This is an optimization exercise on Yosys and OpenROAD, whose aim is small area, a short achievable clock period and few clock cycles, not a production implementation. At most, simulation tests tie the RTL to the original design; equivalence was not proved. Power is estimated from default activity; no workload was simulated.

== v6 ==
## text_char_scanner_core
module text_char_scanner_core #(
    parameter int LINE_BITS   = 20,    
    parameter int COLUMN_BITS = 16,
    parameter int TAB_STOP    = 4
) (
    input  logic                       i_clk,
    input  logic                       i_rst_n,
    input  logic                       i_valid,
    input  logic [tcs_pkg::BYTE_W-1:0] i_byte,
    output logic                       o_ready,
    output logic                       o_valid,
    input  logic                       i_ready,
    output logic [1:0]                 o_kind,
    output logic [tcs_pkg::BYTE_W-1:0] o_char,
    output logic [tcs_pkg::LINE_W-1:0] o_line,
    output logic [tcs_pkg::COL_W-1:0]  o_col,
    output logic [2:0]                 o_code,
    output logic                       o_last
);
Settings: LEC_CHECK=0, ABC_AREA=1, CAP_MARGIN=0, CORE_MARGIN=2, CORE_UTILIZATION=40, CTS_BUF_LIST=sky130_fd_sc_hd__clkbuf_4 sky130_fd_sc_hd__clkbuf_8, GPL_TIMING_DRIVEN=0, SETUP_SLACK_MARGIN=1.8, SLEW_MARGIN=0; clock period 4.0 ns.
standard.sh (not shown) runs the stock make flow with config.mk's settings and CLKGATE_MAP_FILE= SYNTH_SCRIPT=/design/flow/synth_recipe.tcl, a recipe that flattens the netlist after the stock synthesis.
==> flow/flow/run.sh <==
#!/bin/bash
# Standard layout, with plain buf_1 cells as the port buffers and the
# synthesis adder-cell step left out (abc maps the incrementers as gates).
set -euo pipefail
bash standard.sh BUFFER_PORTS_ARGS="-buffer_cell sky130_fd_sc_hd__buf_1" ADDER_MAP_FILE= finish > make_finish.log 2>&1
Testbench counts of v6, summed over its fixed seeds: cycles 33,905.
Changes in v7 relative to v6:
diff --git a/flow/design.v b/flow/design.v
--- a/flow/design.v
+++ b/flow/design.v
@@ -104,26 +104,24 @@
             default:                                  f_class[K_UERR] = 1'b0;
         endcase
     endfunction
     logic          r_iv;
     logic [7:0]    r_ib;
     logic [NK-1:0] r_k;       
     logic          r_uerr;    
     logic        r_busy;      
     logic        r_outv;      
     logic        r_olast;     
-    logic        r_kerr;      
-    logic        r_end;       
+    logic [2:0]  r_st;        
     logic [7:0]  r_ch;
     logic [19:0] r_line;
     logic [15:0] r_col;
-    logic [2:0]  r_code;
     logic        r_mv_rst;    
     logic        r_mv_nl;     
     logic        r_mv_inc;    
     logic        r_mv_tab;    
     logic        r_cmt, r_star, r_slash, r_cr, r_lead, r_lead80, r_failed;
     logic        r_e2sat;     
     assign r_k = f_class(r_ib);
     function automatic logic [19:0] f_sinc20(input logic [19:0] v);
         for (int i = 0; i < 20; i++)
             f_sinc20[i] = (v[i] ^ ((i == 0) ? 1'b1 : &(v | ~((20'd1 << i) - 20'd1)))) | (&v);
@@ -288,24 +286,22 @@
         end
     end
     always_ff @(posedge i_clk) begin
         r_ib    <= ib_n;
         r_uerr  <= k_n[K_UERR];
         r_olast <= !rel_n || k_n[K_SLASH] || k_n[K_CR];
         if (consume) begin
             r_ch    <= n_err ? 8'h00 : r_ib;
             r_line  <= cur_line;
             r_col   <= n_uerr ? lead_col : cur_col;
-            r_end   <= n_end;
-            r_kerr  <= n_err;
-            r_code  <= n_code;
+            r_st    <= n_end ? 3'd7 : n_code;
             r_e2sat <= &r_col;
         end
     end
     assign o_valid = r_outv;
-    assign o_kind  = {r_kerr, r_end};
+    assign o_kind  = {(r_st != 3'd0) && (r_st != 3'd7), r_st == 3'd7};
     assign o_char  = r_ch;
     assign o_line  = r_line;
     assign o_col   = r_col;
-    assign o_code  = r_code;
+    assign o_code  = (r_st == 3'd7) ? 3'd0 : r_st;
     assign o_last  = r_olast;
 endmodule
Findings:
- The required time at the worst-slack endpoint of v7 and that of v6 are within noise of each other.
- Against v6 as the reference, v7 delivers a lower final worst slack.
- Share of power burned in combinational logic: v6 vs v7, no meaningful difference
- Going from v6 to v7, power in the clock group has decreased, area growth from synthesis to final layout has increased, largest clock skew in the final design essentially unchanged, final area went down, total global-route track usage +0.65 points.
- Looking at critical path depth, v7 sits 1 higher than v6 does.
- v6 has higher total power than v7.
- v7 vs. v6: fraction of standard cell area that is sequential now smaller, power density relative to cell area moved down.
For v7, only the layout was checked, not whether the RTL still works.

---

## run 1
Another version of the RTL of text_char_scanner_core (not shown whole).
Size in the first run: ~64 I/O pins.
clock: 4.0 ns
lec_check: 0
cap_margin: 20
core_margin: 2
core_utilization: 40
setup_slack_margin: 2.0
slew_margin: 20
==> flow/flow/run.sh <==
#!/bin/bash
# Standard layout, with plain buf_1 cells as the port buffers.
set -euo pipefail
bash standard.sh BUFFER_PORTS_ARGS="-buffer_cell sky130_fd_sc_hd__buf_1" finish > make_finish.log 2>&1
Run 1 went all the way through the flow, and no timing, DRC or antenna check failed.
The following lists how run 2 was set up differently from run 1:
diff --git a/flow/design.v b/flow/design.v
--- a/flow/design.v
+++ b/flow/design.v
@@ -69,22 +69,20 @@
     input  logic                       i_ready,
     output logic [1:0]                 o_kind,
     output logic [tcs_pkg::BYTE_W-1:0] o_char,
     output logic [tcs_pkg::LINE_W-1:0] o_line,
     output logic [tcs_pkg::COL_W-1:0]  o_col,
     output logic [2:0]                 o_code,
     output logic                       o_last
 );
     logic        r_iv;
     logic [7:0]  r_ib;
-    logic        r_sv;        
-    logic [7:0]  r_sb;
     logic        r_ov;        
     logic        r_outv;      
     logic        r_olast;     
     logic        r_kerr;      
     logic [7:0]  r_ch;
     logic [19:0] r_line;
     logic [15:0] r_col;
     logic        r_end;
     logic [2:0]  r_code;
     logic        r_mv_rst;    
@@ -135,24 +133,23 @@
     assign b_inc    = (b[7] ? b[6] : (b[6] | b[5])) && (b != 8'h7F);
     always_comb begin
         case (b)
             8'h93:                ucode = 3'd1;
             8'h94:                ucode = 3'd2;
             8'h99:                ucode = 3'd3;
             8'h98, 8'h9C, 8'h9D:  ucode = 3'd4;
             default:              ucode = 3'd0;
         endcase
     end
-    logic consume, main_free;
-    assign consume   = r_iv && (!r_outv || i_ready);
-    assign main_free = !r_iv || consume;
-    assign o_ready   = !r_sv;
+    logic consume;
+    assign consume = r_iv && (!r_outv || i_ready);
+    assign o_ready = !r_iv || consume;
     logic       n_ov, n_end, n_err, n_utf_err;
     logic [2:0] n_code;
     logic       n_cmt, n_star, n_slash, n_cr, n_lead, n_lead80, n_failed;
     always_comb begin
         n_ov      = 1'b0;
         n_end     = 1'b0;
         n_err     = 1'b0;
         n_utf_err = 1'b0;
         n_code    = 3'd0;
         n_cmt     = r_cmt;
@@ -230,66 +227,62 @@
             n_star   = 1'b0;
             n_slash  = 1'b0;
             n_cr     = 1'b0;
             n_lead   = 1'b0;
             n_lead80 = 1'b0;
             n_failed = 1'b0;
         end
     end
     logic       iv_n, slash_n, ov_n, rel_n;
     logic [7:0] ib_n;
-    assign iv_n    = main_free ? (r_sv || i_valid) : r_iv;
-    assign ib_n    = main_free ? (r_sv ? r_sb : i_byte) : r_ib;
+    assign iv_n    = o_ready ? i_valid : r_iv;
+    assign ib_n    = o_ready ? i_byte : r_ib;
     assign slash_n = consume ? n_slash : r_slash;
     assign ov_n    = consume ? n_ov : (r_ov && !i_ready);
     assign rel_n   = iv_n && slash_n && (ib_n != 8'h2A);
     always_ff @(posedge i_clk) begin
         if (!i_rst_n) begin
             r_iv     <= 1'b0;
-            r_sv     <= 1'b0;
             r_ov     <= 1'b0;
             r_outv   <= 1'b0;
             r_mv_rst <= 1'b1;
             r_mv_nl  <= 1'b0;
             r_mv_inc <= 1'b0;
             r_mv_tab <= 1'b0;
             r_cmt    <= 1'b0;
             r_star   <= 1'b0;
             r_slash  <= 1'b0;
             r_cr     <= 1'b0;
             r_lead   <= 1'b0;
             r_lead80 <= 1'b0;
             r_failed <= 1'b0;
         end else begin
             r_iv   <= iv_n;
-            r_sv   <= !main_free && (r_sv || i_valid);
             r_ov   <= ov_n;
             r_outv <= ov_n || rel_n;
             if (consume) begin
                 r_mv_rst <= b_nul;
                 r_mv_nl  <= b_lf;
                 r_mv_inc <= b_inc;
                 r_mv_tab <= b_tab;
                 r_cmt    <= n_cmt;
                 r_star   <= n_star;
                 r_slash  <= n_slash;
                 r_cr     <= n_cr;
                 r_lead   <= n_lead;
                 r_lead80 <= n_lead80;
                 r_failed <= n_failed;
             end
         end
     end
     always_ff @(posedge i_clk) begin
         r_ib    <= ib_n;
-        if (!r_sv)
-            r_sb <= i_byte;
         r_olast <= !rel_n || (ib_n == 8'h2F) || (ib_n == 8'h0D);
         if (consume) begin
             r_ch    <= n_err ? 8'h00 : b;
             r_line  <= cur_line;
             r_col   <= n_utf_err ? lead_col : cur_col;
             r_end   <= n_end;
             r_kerr  <= n_err;
             r_code  <= n_code;
             r_e2sat <= &r_col;
         end
Notes after the runs:
- On fraction of power spent switching nets: run 2 sits above run 1.
- Re relative area of non-clock buffer cells in the final design: run 1 was lower than run 2.
- Post-route clock period utilization for run 2: 0.24 points down relative to run 1
- Run 2 drops more vias than run 1.
- Run 2 packs its core tighter than run 1.
- Final area: run 2 worse than run 1
- Compared with run 1, in run 2 relative slew slack picked up an extra 15 points; worst-case hold slack neither gained nor lost much; total power lost 12%; clock-cell share of area lost 1.6 points; die area lost 4.9%.
- Going from run 1 to run 2, worst setup slack has increased; number of different library cells in the post-synthesis netlist has decreased; total length of routed wires has increased.
No functional check of the RTL was part of any run of this note.

---

## the previous run
The RTL this note starts from:
==> flow/design.v <==
package tcs_pkg;
    localparam int BYTE_W      = 8;
    localparam int LINE_W      = 20;
    localparam int COL_W       = 16;
    localparam int QUEUE_DEPTH = 4;
    localparam int QP_W        = 2;
    localparam int QC_W        = 3;
    localparam int RES_W       = 2 + BYTE_W + LINE_W + COL_W + 3 + 1;
    localparam int PAIR_W      = 2 * RES_W + 1;
    localparam logic [BYTE_W-1:0] C_NUL    = 8'h00;
    localparam logic [BYTE_W-1:0] C_TAB    = 8'h09;
    localparam logic [BYTE_W-1:0] C_LF     = 8'h0A;
    localparam logic [BYTE_W-1:0] C_CR     = 8'h0D;
    localparam logic [BYTE_W-1:0] C_SPACE  = 8'h20;
    localparam logic [BYTE_W-1:0] C_STAR   = 8'h2A;
    localparam logic [BYTE_W-1:0] C_SLASH  = 8'h2F;
    localparam logic [BYTE_W-1:0] C_DEL    = 8'h7F;
    localparam logic [BYTE_W-1:0] C_LEAD   = 8'hE2;
    localparam logic [BYTE_W-1:0] C_CONT80 = 8'h80;
    localparam logic [BYTE_W-1:0] C_EN     = 8'h93;
    localparam logic [BYTE_W-1:0] C_EM     = 8'h94;
    localparam logic [BYTE_W-1:0] C_APOS   = 8'h99;
    localparam logic [BYTE_W-1:0] C_LSQ    = 8'h98;
    localparam logic [BYTE_W-1:0] C_LDQ    = 8'h9C;
    localparam logic [BYTE_W-1:0] C_RDQ    = 8'h9D;
    typedef enum logic [1:0] {
        KIND_CHAR = 2'd0,
        KIND_END  = 2'd1,
        KIND_ERR  = 2'd2
    } t_kind;
    typedef enum logic [2:0] {
        ERR_NONE      = 3'd0,
        ERR_EN_DASH   = 3'd1,
        ERR_EM_DASH   = 3'd2,
        ERR_APOS      = 3'd3,
        ERR_QUOTE     = 3'd4,
        ERR_CONTROL   = 3'd5,
        ERR_OPEN_CMNT = 3'd6
    } t_err;
    typedef struct packed {
        t_kind             kind;
        logic [BYTE_W-1:0] char_out;
        logic [LINE_W-1:0] line_no;
        logic [COL_W-1:0]  column_no;
        t_err              error_code;
        logic              last;
    } t_result;
    typedef struct packed {
        logic    two;
        t_result first;
        t_result second;
    } t_pair;
    typedef struct packed {
        logic empty;
        logic full;
    } t_q_status;
endpackage
module text_char_scanner_core #(
    parameter int LINE_BITS   = 20,    
    parameter int COLUMN_BITS = 16,
    parameter int TAB_STOP    = 4
) (
    input  logic                       i_clk,
    input  logic                       i_rst_n,
    input  logic                       i_valid,
    input  logic [tcs_pkg::BYTE_W-1:0] i_byte,
    output logic                       o_ready,
    output logic                       o_valid,
    input  logic                       i_ready,
    output logic [1:0]                 o_kind,
    output logic [tcs_pkg::BYTE_W-1:0] o_char,
    output logic [tcs_pkg::LINE_W-1:0] o_line,
    output logic [tcs_pkg::COL_W-1:0]  o_col,
    output logic [2:0]                 o_code,
    output logic                       o_last
);
    localparam int K_NUL   = 0;    
    localparam int K_TAB   = 1;    
    localparam int K_LF    = 2;    
    localparam int K_CR    = 3;    
    localparam int K_STAR  = 4;    
    localparam int K_SLASH = 5;    
    localparam int K_LEAD  = 6;    
    localparam int K_C80   = 7;    
    localparam int K_CTL   = 8;    
    localparam int K_INC   = 9;    
    localparam int K_UERR  = 10;   
    localparam int NK      = 11;
    function automatic logic [NK-1:0] f_class(input logic [7:0] v);
        f_class          = '0;
        f_class[K_NUL]   = (v == 8'h00);
        f_class[K_TAB]   = (v == 8'h09);
        f_class[K_LF]    = (v == 8'h0A);
        f_class[K_CR]    = (v == 8'h0D);
        f_class[K_STAR]  = (v == 8'h2A);
        f_class[K_SLASH] = (v == 8'h2F);
        f_class[K_LEAD]  = (v == 8'hE2);
        f_class[K_C80]   = (v == 8'h80);
        f_class[K_CTL]   = ((v[7:5] == 3'b000) && v != 8'h00 && v != 8'h09
                            && v != 8'h0A && v != 8'h0D) || (v == 8'h7F);
        f_class[K_INC]   = (v[7] ? v[6] : (v[6] | v[5])) && (v != 8'h7F);
        case (v)
            8'h93, 8'h94, 8'h98, 8'h99, 8'h9C, 8'h9D: f_class[K_UERR] = 1'b1;
            default:                                  f_class[K_UERR] = 1'b0;
        endcase
    endfunction
    logic          r_iv;
    logic [7:0]    r_ib;
    logic [NK-1:0] r_k;       
    logic          r_uerr;    
    logic        r_busy;      
    logic        r_outv;      
    logic        r_olast;     
    logic        r_kerr;      
    logic        r_end;       
    logic [7:0]  r_ch;
    logic [19:0] r_line;
    logic [15:0] r_col;
    logic [2:0]  r_code;
    logic        r_mv_rst;    
    logic        r_mv_nl;     
    logic        r_mv_inc;    
    logic        r_mv_tab;    
    logic        r_cmt, r_star, r_slash, r_cr, r_lead, r_lead80, r_failed;
    logic        r_e2sat;     
    assign r_k = f_class(r_ib);
    function automatic logic [19:0] f_sinc20(input logic [19:0] v);
        for (int i = 0; i < 20; i++)
            f_sinc20[i] = (v[i] ^ ((i == 0) ? 1'b1 : &(v | ~((20'd1 << i) - 20'd1)))) | (&v);
    endfunction
    function automatic logic [13:0] f_inc14(input logic [13:0] v, input logic ci);
        for (int i = 0; i < 14; i++)
            f_inc14[i] = v[i] ^ (ci & ((i == 0) ? 1'b1 : &(v | ~((14'd1 << i) - 14'd1))));
    endfunction
    function automatic logic [15:0] f_dec16(input logic [15:0] v);
        for (int i = 0; i < 16; i++)
            f_dec16[i] = v[i] ^ ((i == 0) ? 1'b1 : ~|(v & ((16'd1 << i) - 16'd1)));
    endfunction
    logic        hi_max, cin, col_sat;
    logic [13:0] hi_sum;
    logic [19:0] cur_line;
    logic [15:0] cur_col, lead_col;
    assign hi_max   = &r_col[15:2];
    assign r_mv_nl  = (r_ch == 8'h0A);
    assign r_mv_tab = (r_ch == 8'h09);
    assign r_mv_inc = (r_ch[7] ? r_ch[6] : (r_ch[6] | r_ch[5])) && (r_ch != 8'h7F);
    assign cin      = r_mv_inc ? (&r_col[1:0]) : (|r_col[1:0]);
    assign hi_sum   = f_inc14(r_col[15:2], cin);
    assign col_sat  = hi_max & cin;
    always_comb begin
        if (r_mv_rst)
            cur_line = 20'd1;
        else if (r_mv_nl)
            cur_line = f_sinc20(r_line);
        else
            cur_line = r_line;
        if (r_mv_rst || r_mv_nl)
            cur_col = 16'd1;
        else if (r_mv_inc || r_mv_tab)
            cur_col = col_sat ? 16'hFFFF
                              : {hi_sum, (r_mv_inc ? {r_col[1] ^ r_col[0], !r_col[0]} : 2'd1)};
        else
            cur_col = r_col;
    end
    assign lead_col = r_e2sat ? r_col : f_dec16(r_col);
    logic consume, main_free;
    assign consume   = r_iv && (!r_outv || i_ready);
    assign main_free = !r_iv || consume;
    assign o_ready   = !r_busy || i_ready;
    logic [2:0] ucode;
    logic       n_ov, n_end, n_err, n_uerr;
    logic [2:0] n_code;
    logic       n_cmt, n_star, n_slash, n_cr, n_lead, n_lead80, n_failed;
    always_comb begin
        case (r_ib)
            8'h93:                ucode = 3'd1;
            8'h94:                ucode = 3'd2;
            8'h99:                ucode = 3'd3;
            default:              ucode = 3'd4;
        endcase
    end
    always_comb begin
        n_ov     = 1'b0;
        n_end    = 1'b0;
        n_err    = 1'b0;
        n_uerr   = r_lead80 && r_uerr;
        n_code   = 3'd0;
        n_cmt    = r_cmt;
        n_star   = r_star;
        n_slash  = 1'b0;
        n_cr     = 1'b0;
        n_lead   = 1'b0;
        n_lead80 = 1'b0;
        n_failed = r_failed;
        if (r_failed) begin
        end else if (r_cr) begin
            if (r_k[K_LF]) begin
                n_star = 1'b0;
                n_ov   = !r_cmt;
            end else begin
                n_ov     = 1'b1;
                n_err    = 1'b1;
                n_code   = 3'd5;
                n_failed = 1'b1;
            end
        end else if (r_k[K_NUL]) begin
            n_ov   = 1'b1;
            n_end  = !r_cmt;
            n_err  = r_cmt;
            n_code = r_cmt ? 3'd6 : 3'd0;
        end else if (r_k[K_CR]) begin
            n_cr = 1'b1;
        end else if (n_uerr) begin
            n_ov     = 1'b1;
            n_err    = 1'b1;
            n_code   = ucode;
            n_failed = 1'b1;
        end else if (r_k[K_CTL]) begin
            n_ov     = 1'b1;
            n_err    = 1'b1;
            n_code   = 3'd5;
            n_failed = 1'b1;
        end else begin
            n_lead   = r_k[K_LEAD];
            n_lead80 = r_lead && r_k[K_C80];
            if (r_cmt) begin
                if (r_star && r_k[K_SLASH]) begin
                    n_cmt  = 1'b0;
                    n_star = 1'b0;
                end else begin
                    n_star = r_k[K_STAR];
                end
            end else if (r_slash && r_k[K_STAR]) begin
                n_cmt  = 1'b1;
                n_star = 1'b0;
            end else if (r_k[K_SLASH]) begin
                n_slash = 1'b1;
            end else begin
                n_ov = 1'b1;
            end
        end
        if (r_k[K_NUL]) begin
            n_cmt    = 1'b0;
            n_star   = 1'b0;
            n_failed = 1'b0;
        end
    end
    logic          iv_n, slash_n, ov_n, rel_n;
    logic [7:0]    in_b, ib_n;
    logic [NK-1:0] k_n;
    assign in_b = i_byte;
    assign iv_n    = main_free ? i_valid : r_iv;
    assign ib_n    = main_free ? in_b : r_ib;
    assign k_n     = f_class(ib_n);
    assign slash_n = consume ? n_slash : r_slash;
    assign ov_n    = consume ? n_ov : (r_outv && !i_ready);
    assign rel_n   = iv_n && slash_n && !k_n[K_STAR];
    always_ff @(posedge i_clk) begin
        if (!i_rst_n) begin
            r_iv     <= 1'b0;
            r_outv   <= 1'b0;
            r_busy   <= 1'b0;
            r_mv_rst <= 1'b1;
            r_cmt    <= 1'b0;
            r_star   <= 1'b0;
            r_slash  <= 1'b0;
            r_cr     <= 1'b0;
            r_lead   <= 1'b0;
            r_lead80 <= 1'b0;
            r_failed <= 1'b0;
        end else begin
            r_iv   <= iv_n;
            r_outv <= ov_n || rel_n;
            r_busy <= iv_n && (ov_n || rel_n);
            r_slash <= slash_n;
            if (consume) begin
                r_mv_rst <= r_k[K_NUL];
                r_cmt    <= n_cmt;
                r_star   <= n_star;
                r_cr     <= n_cr;
                r_lead   <= n_lead;
                r_lead80 <= n_lead80;
                r_failed <= n_failed;
            end
        end
    end
    always_ff @(posedge i_clk) begin
        r_ib    <= ib_n;
        r_uerr  <= k_n[K_UERR];
        r_olast <= !rel_n || k_n[K_SLASH] || k_n[K_CR];
        if (consume) begin
            r_ch    <= n_err ? 8'h00 : r_ib;
            r_line  <= cur_line;
            r_col   <= n_uerr ? lead_col : cur_col;
            r_end   <= n_end;
            r_kerr  <= n_err;
            r_code  <= n_code;
            r_e2sat <= &r_col;
        end
    end
    assign o_valid = r_outv;
    assign o_kind  = {r_kerr, r_end};
    assign o_char  = r_ch;
    assign o_line  = r_line;
    assign o_col   = r_col;
    assign o_code  = r_code;
    assign o_last  = r_olast;
endmodule
export LEC_CHECK = 0
export ABC_AREA = 1
export CAP_MARGIN = 20
export CORE_MARGIN = 2
export CORE_UTILIZATION = 40
export CTS_BUF_LIST = sky130_fd_sc_hd__clkbuf_4 sky130_fd_sc_hd__clkbuf_8
export GPL_TIMING_DRIVEN = 0
export SETUP_SLACK_MARGIN = 1.8
export SLEW_MARGIN = 20
create_clock -name core_clock -period 4.0 [get_ports {i_clk}]
==> flow/flow/run.sh <==
#!/bin/bash
# Standard layout, with plain buf_1 cells as the port buffers and the
# synthesis adder-cell step left out (abc maps the incrementers as gates).
set -euo pipefail
bash standard.sh BUFFER_PORTS_ARGS="-buffer_cell sky130_fd_sc_hd__buf_1" ADDER_MAP_FILE= finish > make_finish.log 2>&1
The final layout from the previous run, which completed every stage, passed the timing, DRC and antenna checks at the end of the flow.
diff inputs: the previous run => the current run
diff --git a/flow/design.v b/flow/design.v
--- a/flow/design.v
+++ b/flow/design.v
@@ -142,9 +142,6 @@
     logic [15:0] cur_col, lead_col;
     assign hi_max   = &r_col[15:2];
-    assign r_mv_nl  = (r_ch == 8'h0A);
-    assign r_mv_tab = (r_ch == 8'h09);
-    assign r_mv_inc = (r_ch[7] ? r_ch[6] : (r_ch[6] | r_ch[5])) && (r_ch != 8'h7F);
     assign cin      = r_mv_inc ? (&r_col[1:0]) : (|r_col[1:0]);
-    assign hi_sum   = f_inc14(r_col[15:2], cin);
+    assign hi_sum   = cin ? f_inc14(r_col[15:2], 1'b1) : r_col[15:2];
     assign col_sat  = hi_max & cin;
     always_comb begin
@@ -262,4 +259,7 @@
             r_busy   <= 1'b0;
             r_mv_rst <= 1'b1;
+            r_mv_nl  <= 1'b0;
+            r_mv_inc <= 1'b0;
+            r_mv_tab <= 1'b0;
             r_cmt    <= 1'b0;
             r_star   <= 1'b0;
@@ -276,4 +276,7 @@
             if (consume) begin
                 r_mv_rst <= r_k[K_NUL];
+                r_mv_nl  <= r_k[K_LF];
+                r_mv_inc <= r_k[K_INC];
+                r_mv_tab <= r_k[K_TAB];
                 r_cmt    <= n_cmt;
                 r_star   <= n_star;
--- outcome ---
- Per the final summary, the current run finished and its layout is clean on timing, DRC and antenna.
- Taking the previous run as the reference point, the total of fill cells in the finished design of the current run rises by 7.8%.
- The current run vs the previous run: share of the core filled with cells down
- Going from the previous run to the current run, power share of the combinational group -1.5 points, aggregate global-route resource usage -1.0 points, setup slack +33 ps.
- In the current run relative to the previous run, first-pass GRT wire length had gone down by a few percent.
- Routed length on met1, the previous run and the current run: smaller value in the previous run
- Against the previous run, the current run comes in 1.1 points higher on sequential share of layout area.
- The previous run -> the current run: design area flat
No run of this note included a check of the RTL's function; only the layout flow was run.

what the ideal ports hide:
No port has a modelled driver above. Below, the same layouts with a new extraction and two added sets of constraints.
Step 1: set_driving_cell puts a clkbuf_16 on i_clk and a buf_2 on each other input, an assumption about the parent block.
Step 2 adds t to the input delays and takes it off the output delays; t is the mean of the earliest and latest rising clock arrival at the registers after step 1. Input paths then give back, and output paths get back, about the clock's delay inside the block.
Three values: ideal, step 1, step 2; two values: the first two.
run | t, ns | setup slack, ns | latest minus earliest clock arrival (ns) | worst register clock-pin slew, ns
v6 | 0.384 | 1.945 / 1.914 / 1.649 | 0.006 / 0.006 | 0.08 / 0.08
v7 | 0.378 | 1.916 / 1.882 / 1.598 | 0.004 / 0.005 | 0.07 / 0.07
run 1 | 0.377 | 1.654 / 1.654 / 1.654 | 0.008 / 0.007 | 0.06 / 0.06
run 2 | 0.405 | 1.664 / 1.664 / 1.467 | 0.018 / 0.018 | 0.09 / 0.09
the previous run | 0.382 | 1.906 / 1.906 / 1.617 | 0.010 / 0.010 | 0.08 / 0.08
the current run | 0.384 | 1.939 / 1.920 / 1.569 | 0.015 / 0.015 | 0.09 / 0.09
After both steps setup and hold are still met in every run listed. The setup slack of the current run, which loses most, moves by -0.019 ns with the drivers and by -0.370 ns with both steps.
